What follows belongs to an exercise in optimizing a design on an open flow for small area, a short achievable clock period and few clock cycles; a production flow would make more cautious choices.
In this exercise RTL edits were held to simulation tests only and were not proved equivalent to the original.

==> inputs of job 9136 <==
Design symmetric_jacobi_poly_eval, start of the top module:
module symmetric_jacobi_poly_eval
(
    input  logic               clk,
    input  logic               rst_n,
    input  logic               in_valid,
    output logic               in_stall,
    input  logic [2:0]         operation,
    input  logic [5:0]         degree,
    input  logic signed [31:0] x_value,
    output logic               out_valid,
    input  logic               out_stall,
    output logic signed [63:0] result_value,
    output logic               saturated,
    output logic               not_supported,
    input  logic               psel,
    input  logic               penable,
    input  logic               pwrite,
    input  logic [2:0]         paddr,
    input  logic [31:0]        pwdata,
    output logic [31:0]        prdata,
    output logic               pready
);
==> flow/config.mk <==
export PLATFORM = sky130hd
export DESIGN_NAME = symmetric_jacobi_poly_eval
export DESIGN_NICKNAME = symmetric_jacobi_poly_eval
export VERILOG_FILES = /design/flow/design.v
export SDC_FILE = /design/flow/constraint.sdc
export NUM_CORES = 4
export LEC_CHECK = 0
export ABC_CLOCK_PERIOD_IN_PS = 15000
export CAP_MARGIN = 20
export CORE_MARGIN = 2
export CORE_UTILIZATION = 40
export SETUP_SLACK_MARGIN = 5
export SLEW_MARGIN = 20
==> flow/constraint.sdc <==
create_clock -name core_clock -period 16.0 [get_ports {clk}]
set_input_delay 3.2000 -clock core_clock [delete_from_list [all_inputs] [get_ports {clk}]]
set_output_delay 3.2000 -clock core_clock [all_outputs]
set_load 0.01 [all_outputs]
run.sh (not shown) runs the stock make flow with config.mk's settings and CLKGATE_MAP_FILE= SYNTH_SCRIPT=/design/flow/synth_recipe.tcl, a recipe that flattens the netlist after the stock synthesis.
==> inputs of job 8016, as changes to job 9136 <==
--- a/flow/design.v
+++ b/flow/design.v
@@ -121,13 +121,13 @@
     logic         xsign;
     wire  [31:0]  xabs = x_r;   
     logic [4:0]   kq;           
     logic [6:0]   nq;           
     logic         f_zero, f_weight, f_halve, f_neg, f_ns;
     logic [12:0]  mult;
-    logic [61:0]  c1x;          
+    logic [45:0]  c1x;          
     logic [37:0]  xj;           
     logic [12:0]  c2;           
     logic [6:0]   jj;
     logic [12:0]  dnext;        
     logic [6:0]   ii;
     logic [12:0]  ddiv;         
@@ -141,12 +141,13 @@
     logic         cur_na;       
     logic         psub;
     logic [1:0]   pmode;
     logic         psrc_div;
     logic         pconst;       
     logic         sat_r;
+    logic [61:0]  wabs;
     logic         wsign;
     logic [127:0] acc;
     logic         qhi;          
     logic         fneg;
     logic         ov_r;
     logic [63:0]  res_r;
@@ -316,13 +317,17 @@
     logic [127:0] l1c [0:2];
     logic [127:0] l2s [0:1];
     logic [127:0] l2c [0:1];
     logic [127:0] l3s, l3c, l4s, l4c, l5s, l5c;
     always_comb
     begin
-        coef_a = c1x;
+        case (dmode)
+            M_REC:   coef_a = 62'(c1x);
+            M_X2:    coef_a = 62'(xabs);
+            default: coef_a = f_weight ? wabs : 62'(mult);
+        endcase
         term_b = {{76{tb_r[21]}}, tb_r, 30'b0};
         for (int t = 0; t < R; t++)
             rows[t] = dig_a[t] ? (128'(coef_a) << t) : 128'd0;
         rows[R]     = dfirst ? 128'd0 : {acc[127-R:0], {R{1'b0}}};
         rows[R + 1] = term_b;
         {l1c[0], l1s[0]} = csa(rows[0], rows[1], rows[2]);
@@ -335,40 +340,31 @@
         {l5c, l5s}       = csa(l4s, l4c, rows[9]);
         acc_nx = bk_add(l5s, l5c, 1'b0);
     end
     logic         cb_s;
     logic [127:0] cb_t, cb_pc, cb_ps, cb_nc, cb_ns, cb_tp, cb_tn;
     logic [97:0]  cb_T;
-    logic         cb_ovf, cb_sat, cb_neg, cb_ovf_p, cb_sat_p, cb_ovf_n, cb_sat_n;
-    function automatic logic [1:0] comb_chk(input logic [97:0] t, input logic neg,
-                                            input logic [12:0] d);
-        logic [34:0] th;
-        logic        ov, st;
-        th = t[97:63];
-        ov = (|th[34:13]) || (th[12:0] >= d);
-        if (neg)
-            st = (|th[34:13]) || (th[12:0] > d)
-              || ((th[12:0] == d) && ((|t[62:13]) || (t[12:0] >= d)));
-        else
-            st = ov;
-        comb_chk = {ov, st};
-    endfunction
+    logic [34:0]  cb_th;
+    logic         cb_ovf, cb_sat, cb_neg;
     always_comb
     begin
         cb_s   = acc_nx[127];
         {cb_pc, cb_ps} = csa(l5s, l5c, {86'b0, dnext, 29'b0});
         {cb_nc, cb_ns} = csa(~l5s, ~l5c, {86'b0, dnext, 29'b0});
         cb_tp  = bk_add(cb_ps, cb_pc, 1'b0);
         cb_tn  = bk_add(cb_ns, cb_nc | 128'd1, 1'b1);
         cb_t   = cb_s ? cb_tn : cb_tp;
         cb_T   = cb_t[127:30];
+        cb_th  = cb_T[97:63];
         cb_neg = cur_na ^ cb_s;
-        {cb_ovf_p, cb_sat_p} = comb_chk(cb_tp[127:30], cur_na, dnext);
-        {cb_ovf_n, cb_sat_n} = comb_chk(cb_tn[127:30], !cur_na, dnext);
-        cb_ovf = cb_s ? cb_ovf_n : cb_ovf_p;
-        cb_sat = cb_s ? cb_sat_n : cb_sat_p;
+        cb_ovf = (|cb_th[34:13]) || (cb_th[12:0] >= dnext);
+        if (cb_neg)
+            cb_sat = (|cb_th[34:13]) || (cb_th[12:0] > dnext)
+                  || ((cb_th[12:0] == dnext) && ((|cb_T[62:13]) || (cb_T[12:0] >= dnext)));
+        else
+            cb_sat = cb_ovf;
     end
     logic [127:0] fn_sum;
     logic [79:0]  fn_q;
     logic [63:0]  fn_lim, fn_mag, fn_val;
     logic [127:0] fn_neg;
     logic         fn_over;
@@ -392,14 +388,14 @@
         w_neg = bk_add({64'b0, ~w_dif}, 128'd0, 1'b1);
     end
     logic [127:0] x_neg, c1x_a, xj_a;
     always_comb
     begin
         x_neg = bk_add({96'b0, ~x_r}, 128'd0, 1'b1);
-        c1x_a = bk_add(csa({82'b0, c1x[45:0]}, {88'b0, xj, 2'b0}, {96'b0, xabs}) >> 128,
-                       128'(csa({82'b0, c1x[45:0]}, {88'b0, xj, 2'b0}, {96'b0, xabs})), 1'b0);
+        c1x_a = bk_add(csa({82'b0, c1x}, {88'b0, xj, 2'b0}, {96'b0, xabs}) >> 128,
+                       128'(csa({82'b0, c1x}, {88'b0, xj, 2'b0}, {96'b0, xabs})), 1'b0);
         xj_a  = bk_add({90'b0, xj}, {96'b0, xabs}, 1'b0);
     end
     always_ff @(posedge clk or negedge rst_n)
     begin
         if (!rst_n)
         begin
@@ -428,20 +424,17 @@
                 S_DEC:
                 begin
                     if (zero_c)
                         state <= S_FIN2;
                     else
                         state <= S_WARM;
+                    x2act <= weight_c;
                 end
                 S_WARM:
                     if (jj == 7'(kq) + 7'd1)
-                    begin
                         state <= S_PASS;
-                        if (nq < 7'd2 && f_weight)
-                            x2act <= 1'b1;
-                    end
                 S_PASS:
                 begin
                     if (x2busy)
                         ;
                     else
                     begin
@@ -450,17 +443,13 @@
                             state <= (pmode == M_REC) ? S_COMB : S_MLST;
                     end
                 end
                 S_MLST:
                     state <= S_FIN1;
                 S_COMB:
-                begin
                     state <= S_PASS;
-                    if (ii == nq && f_weight)
-                        x2act <= 1'b1;
-                end
                 S_FIN1:
                     state <= S_FIN2;
                 S_FIN2:
                     if (out_free)
                     begin
                         state <= S_IDLE;
@@ -477,27 +466,25 @@
         begin
             op_r  <= operation;
             deg_r <= degree;
             x_r   <= x_value;
             k_r   <= order_reg;
         end
-        if (!x2act)
-            xcnt <= 2'd0;
         if (x2act)
         begin
             xcnt   <= xcnt + 2'd1;
             dig_a  <= xabs[31 - R * xcnt -: R];
             dfirst <= (xcnt == 2'd0);
             dmode  <= M_X2;
             tb_r   <= 22'd0;
         end
         acc <= acc_nx;
         if (wload)
         begin
             wsign <= w_gt;
-            c1x   <= w_gt ? w_dif[61:0] : w_neg[61:0];
+            wabs  <= w_gt ? w_dif[61:0] : w_neg[61:0];
         end
         case (state)
             S_DEC:
             begin
                 kq       <= kq_c;
                 nq       <= nq_c;
@@ -520,16 +507,13 @@
                 sat_r    <= 1'b0;
                 xcnt     <= 2'd0;
                 cnt      <= 4'd0;
             end
             S_WARM:
             begin
-                if (jj == 7'(kq) + 7'd1 && nq < 7'd2)
-                    c1x <= f_weight ? 62'(xabs) : 62'(mult);
-                else
-                    c1x <= 62'(c1x_a[45:0]);
+                c1x <= c1x_a[45:0];
                 xj  <= xj_a[37:0];
                 c2  <= c2 + {5'b0, jj, 1'b0};
                 jj  <= jj + 7'd1;
                 if (jj == 7'(kq) + 7'd1 && nq != 7'd0)
                 begin
                     pmag  <= 64'(xj);
@@ -578,16 +562,13 @@
                 psub     <= (xsign ^ cb_neg) != !psign;
                 pconst   <= 1'b0;
                 psrc_div <= 1'b1;
                 pmode    <= (ii == nq) ? M_FIN : M_REC;
                 dnext    <= dnext + {5'b0, ii, 1'b0} + {7'b0, kq, 1'b0} + 13'd1;
                 ii       <= ii + 7'd1;
-                if (ii == nq)
-                    c1x  <= f_weight ? 62'(xabs) : 62'(mult);
-                else
-                    c1x  <= 62'(c1x_a[45:0]);
+                c1x      <= c1x_a[45:0];
                 xj       <= xj_a[37:0];
                 c2       <= c2 + {5'b0, jj, 1'b0};
                 jj       <= jj + 7'd1;
             end
             S_FIN1:
             begin
==> inputs of job 5886, as changes to job 9136 <==
--- a/flow/design.v
+++ b/flow/design.v
@@ -121,13 +121,13 @@
     logic         xsign;
     wire  [31:0]  xabs = x_r;   
     logic [4:0]   kq;           
     logic [6:0]   nq;           
     logic         f_zero, f_weight, f_halve, f_neg, f_ns;
     logic [12:0]  mult;
-    logic [61:0]  c1x;          
+    logic [45:0]  c1x;          
     logic [37:0]  xj;           
     logic [12:0]  c2;           
     logic [6:0]   jj;
     logic [12:0]  dnext;        
     logic [6:0]   ii;
     logic [12:0]  ddiv;         
@@ -141,12 +141,13 @@
     logic         cur_na;       
     logic         psub;
     logic [1:0]   pmode;
     logic         psrc_div;
     logic         pconst;       
     logic         sat_r;
+    logic [61:0]  wabs;
     logic         wsign;
     logic [127:0] acc;
     logic         qhi;          
     logic         fneg;
     logic         ov_r;
     logic [63:0]  res_r;
@@ -316,13 +317,17 @@
     logic [127:0] l1c [0:2];
     logic [127:0] l2s [0:1];
     logic [127:0] l2c [0:1];
     logic [127:0] l3s, l3c, l4s, l4c, l5s, l5c;
     always_comb
     begin
-        coef_a = c1x;
+        case (dmode)
+            M_REC:   coef_a = 62'(c1x);
+            M_X2:    coef_a = 62'(xabs);
+            default: coef_a = f_weight ? wabs : 62'(mult);
+        endcase
         term_b = {{76{tb_r[21]}}, tb_r, 30'b0};
         for (int t = 0; t < R; t++)
             rows[t] = dig_a[t] ? (128'(coef_a) << t) : 128'd0;
         rows[R]     = dfirst ? 128'd0 : {acc[127-R:0], {R{1'b0}}};
         rows[R + 1] = term_b;
         {l1c[0], l1s[0]} = csa(rows[0], rows[1], rows[2]);
@@ -333,42 +338,29 @@
         {l3c, l3s}       = csa(l2s[0], l2c[0], l2s[1]);
         {l4c, l4s}       = csa(l3s, l3c, l2c[1]);
         {l5c, l5s}       = csa(l4s, l4c, rows[9]);
         acc_nx = bk_add(l5s, l5c, 1'b0);
     end
     logic         cb_s;
-    logic [127:0] cb_t, cb_pc, cb_ps, cb_nc, cb_ns, cb_tp, cb_tn;
+    logic [127:0] cb_t;
     logic [97:0]  cb_T;
-    logic         cb_ovf, cb_sat, cb_neg, cb_ovf_p, cb_sat_p, cb_ovf_n, cb_sat_n;
-    function automatic logic [1:0] comb_chk(input logic [97:0] t, input logic neg,
-                                            input logic [12:0] d);
-        logic [34:0] th;
-        logic        ov, st;
-        th = t[97:63];
-        ov = (|th[34:13]) || (th[12:0] >= d);
-        if (neg)
-            st = (|th[34:13]) || (th[12:0] > d)
-              || ((th[12:0] == d) && ((|t[62:13]) || (t[12:0] >= d)));
-        else
-            st = ov;
-        comb_chk = {ov, st};
-    endfunction
+    logic [34:0]  cb_th;
+    logic         cb_ovf, cb_sat, cb_neg;
     always_comb
     begin
-        cb_s   = acc_nx[127];
-        {cb_pc, cb_ps} = csa(l5s, l5c, {86'b0, dnext, 29'b0});
-        {cb_nc, cb_ns} = csa(~l5s, ~l5c, {86'b0, dnext, 29'b0});
-        cb_tp  = bk_add(cb_ps, cb_pc, 1'b0);
-        cb_tn  = bk_add(cb_ns, cb_nc | 128'd1, 1'b1);
-        cb_t   = cb_s ? cb_tn : cb_tp;
+        cb_s   = acc[127];
+        cb_t   = bk_add(acc ^ {128{cb_s}}, {86'b0, dnext, 29'b0}, cb_s);
         cb_T   = cb_t[127:30];
+        cb_th  = cb_T[97:63];
         cb_neg = cur_na ^ cb_s;
-        {cb_ovf_p, cb_sat_p} = comb_chk(cb_tp[127:30], cur_na, dnext);
-        {cb_ovf_n, cb_sat_n} = comb_chk(cb_tn[127:30], !cur_na, dnext);
-        cb_ovf = cb_s ? cb_ovf_n : cb_ovf_p;
-        cb_sat = cb_s ? cb_sat_n : cb_sat_p;
+        cb_ovf = (|cb_th[34:13]) || (cb_th[12:0] >= dnext);
+        if (cb_neg)
+            cb_sat = (|cb_th[34:13]) || (cb_th[12:0] > dnext)
+                  || ((cb_th[12:0] == dnext) && ((|cb_T[62:13]) || (cb_T[12:0] >= dnext)));
+        else
+            cb_sat = cb_ovf;
     end
     logic [127:0] fn_sum;
     logic [79:0]  fn_q;
     logic [63:0]  fn_lim, fn_mag, fn_val;
     logic [127:0] fn_neg;
     logic         fn_over;
@@ -392,14 +384,14 @@
         w_neg = bk_add({64'b0, ~w_dif}, 128'd0, 1'b1);
     end
     logic [127:0] x_neg, c1x_a, xj_a;
     always_comb
     begin
         x_neg = bk_add({96'b0, ~x_r}, 128'd0, 1'b1);
-        c1x_a = bk_add(csa({82'b0, c1x[45:0]}, {88'b0, xj, 2'b0}, {96'b0, xabs}) >> 128,
-                       128'(csa({82'b0, c1x[45:0]}, {88'b0, xj, 2'b0}, {96'b0, xabs})), 1'b0);
+        c1x_a = bk_add(csa({82'b0, c1x}, {88'b0, xj, 2'b0}, {96'b0, xabs}) >> 128,
+                       128'(csa({82'b0, c1x}, {88'b0, xj, 2'b0}, {96'b0, xabs})), 1'b0);
         xj_a  = bk_add({90'b0, xj}, {96'b0, xabs}, 1'b0);
     end
     always_ff @(posedge clk or negedge rst_n)
     begin
         if (!rst_n)
         begin
@@ -428,39 +420,32 @@
                 S_DEC:
                 begin
                     if (zero_c)
                         state <= S_FIN2;
                     else
                         state <= S_WARM;
+                    x2act <= weight_c;
                 end
                 S_WARM:
                     if (jj == 7'(kq) + 7'd1)
-                    begin
                         state <= S_PASS;
-                        if (nq < 7'd2 && f_weight)
-                            x2act <= 1'b1;
-                    end
                 S_PASS:
                 begin
                     if (x2busy)
                         ;
                     else
                     begin
                         dv <= 1'b1;
                         if (cnt == 4'(ND - 1))
-                            state <= (pmode == M_REC) ? S_COMB : S_MLST;
+                            state <= S_MLST;
                     end
                 end
                 S_MLST:
-                    state <= S_FIN1;
+                    state <= (pmode == M_REC) ? S_COMB : S_FIN1;
                 S_COMB:
-                begin
                     state <= S_PASS;
-                    if (ii == nq && f_weight)
-                        x2act <= 1'b1;
-                end
                 S_FIN1:
                     state <= S_FIN2;
                 S_FIN2:
                     if (out_free)
                     begin
                         state <= S_IDLE;
@@ -477,27 +462,25 @@
         begin
             op_r  <= operation;
             deg_r <= degree;
             x_r   <= x_value;
             k_r   <= order_reg;
         end
-        if (!x2act)
-            xcnt <= 2'd0;
         if (x2act)
         begin
             xcnt   <= xcnt + 2'd1;
             dig_a  <= xabs[31 - R * xcnt -: R];
             dfirst <= (xcnt == 2'd0);
             dmode  <= M_X2;
             tb_r   <= 22'd0;
         end
         acc <= acc_nx;
         if (wload)
         begin
             wsign <= w_gt;
-            c1x   <= w_gt ? w_dif[61:0] : w_neg[61:0];
+            wabs  <= w_gt ? w_dif[61:0] : w_neg[61:0];
         end
         case (state)
             S_DEC:
             begin
                 kq       <= kq_c;
                 nq       <= nq_c;
@@ -520,16 +503,13 @@
                 sat_r    <= 1'b0;
                 xcnt     <= 2'd0;
                 cnt      <= 4'd0;
             end
             S_WARM:
             begin
-                if (jj == 7'(kq) + 7'd1 && nq < 7'd2)
-                    c1x <= f_weight ? 62'(xabs) : 62'(mult);
-                else
-                    c1x <= 62'(c1x_a[45:0]);
+                c1x <= c1x_a[45:0];
                 xj  <= xj_a[37:0];
                 c2  <= c2 + {5'b0, jj, 1'b0};
                 jj  <= jj + 7'd1;
                 if (jj == 7'(kq) + 7'd1 && nq != 7'd0)
                 begin
                     pmag  <= 64'(xj);
@@ -578,16 +558,13 @@
                 psub     <= (xsign ^ cb_neg) != !psign;
                 pconst   <= 1'b0;
                 psrc_div <= 1'b1;
                 pmode    <= (ii == nq) ? M_FIN : M_REC;
                 dnext    <= dnext + {5'b0, ii, 1'b0} + {7'b0, kq, 1'b0} + 13'd1;
                 ii       <= ii + 7'd1;
-                if (ii == nq)
-                    c1x  <= f_weight ? 62'(xabs) : 62'(mult);
-                else
-                    c1x  <= 62'(c1x_a[45:0]);
+                c1x      <= c1x_a[45:0];
                 xj       <= xj_a[37:0];
                 c2       <= c2 + {5'b0, jj, 1'b0};
                 jj       <= jj + 7'd1;
             end
             S_FIN1:
             begin
==> notes <==
- The highest critical path depth belongs to job 5886, the lowest to job 9136.
- Of job 5886 and job 9136, job 9136 has the higher area after synthesis (gap 9.8%, measured against job 9136).
- Worst setup slack, lowest first: job 8016, job 5886, job 9136.
- Maximum frequency: job 5886 is larger than job 8016 (about 1.4%).
- Of job 9136 and job 8016, job 8016 has the higher cell count (gap 0.63%, measured against job 8016).
- The lowest global-route usage belongs to job 5886, the highest to job 9136.
==> figures <==
item	job 8016	job 5886	job 9136
Setup slack of the worst register-to-register path	4830 ps	4990 ps	5180 ps
Number of flip-flops and latches in the synthesized netlist	689	689	643
Result of the run	timing/DRC/antenna clean	timing/DRC/antenna clean	timing/DRC/antenna clean
Ratio of final minimum period to clock period	69.8%	68.8%	67.6%
Largest net degree at the start of global routing	104	129	180
Maximum operating frequency	89.6 MHz	90.8 MHz	92.4 MHz
Sequential share of the synthesized area	21.8%	24.4%	20.4%
Flip-flop and latch area	0.0190 mm²	0.0190 mm²	0.0177 mm²
Final hold slack	470 ps	473 ps	434 ps
Synth Instances	9400	8431	9424
Share of the synthesized area in the top cell type	19.9%	19.8%	20.1%
Final-layout non-clock buffer area share	4.64%	3.51%	3.70%
First-pass iteration count of the detailed router	8	7	8
Testbench counts of job 9136, summed over its fixed seeds: cycles 92,575.
Testbench counts of job 8016, summed over its fixed seeds: cycles 92,214.
Testbench counts of job 5886, summed over its fixed seeds: cycles 101,678.

## static timing again, ports no longer ideal
The results above use ideal ports. As a check the final layouts listed here were re-extracted and re-timed, cells and wires unchanged. Step 1 assumes that a clkbuf_16 drives the clock port and a buf_2 every other input. Step 2, shift: input delay + t, output delay - t, t = (earliest + latest rising clock arrival at the registers) / 2. This alone moves slack from input paths to output paths. Three values: ideal ports, drivers, drivers and shift; two values: the first two.
run | t, ns | slack for setup (ns) | worst setup path at the end | latest minus earliest clock arrival (ns) | worst slew at a driven data input, ns
job 9136 | 0.815 | 5.179 / 5.179 / 5.179 | register to register | 0.043 / 0.044 | 0.06
job 8016 | 0.834 | 4.834 / 4.834 / 4.834 | register to register | 0.059 / 0.059 | 0.05
job 5886 | 0.805 | 4.991 / 4.991 / 4.991 | register to register | 0.044 / 0.044 | 0.04
After both steps setup and hold are still met in every run listed.
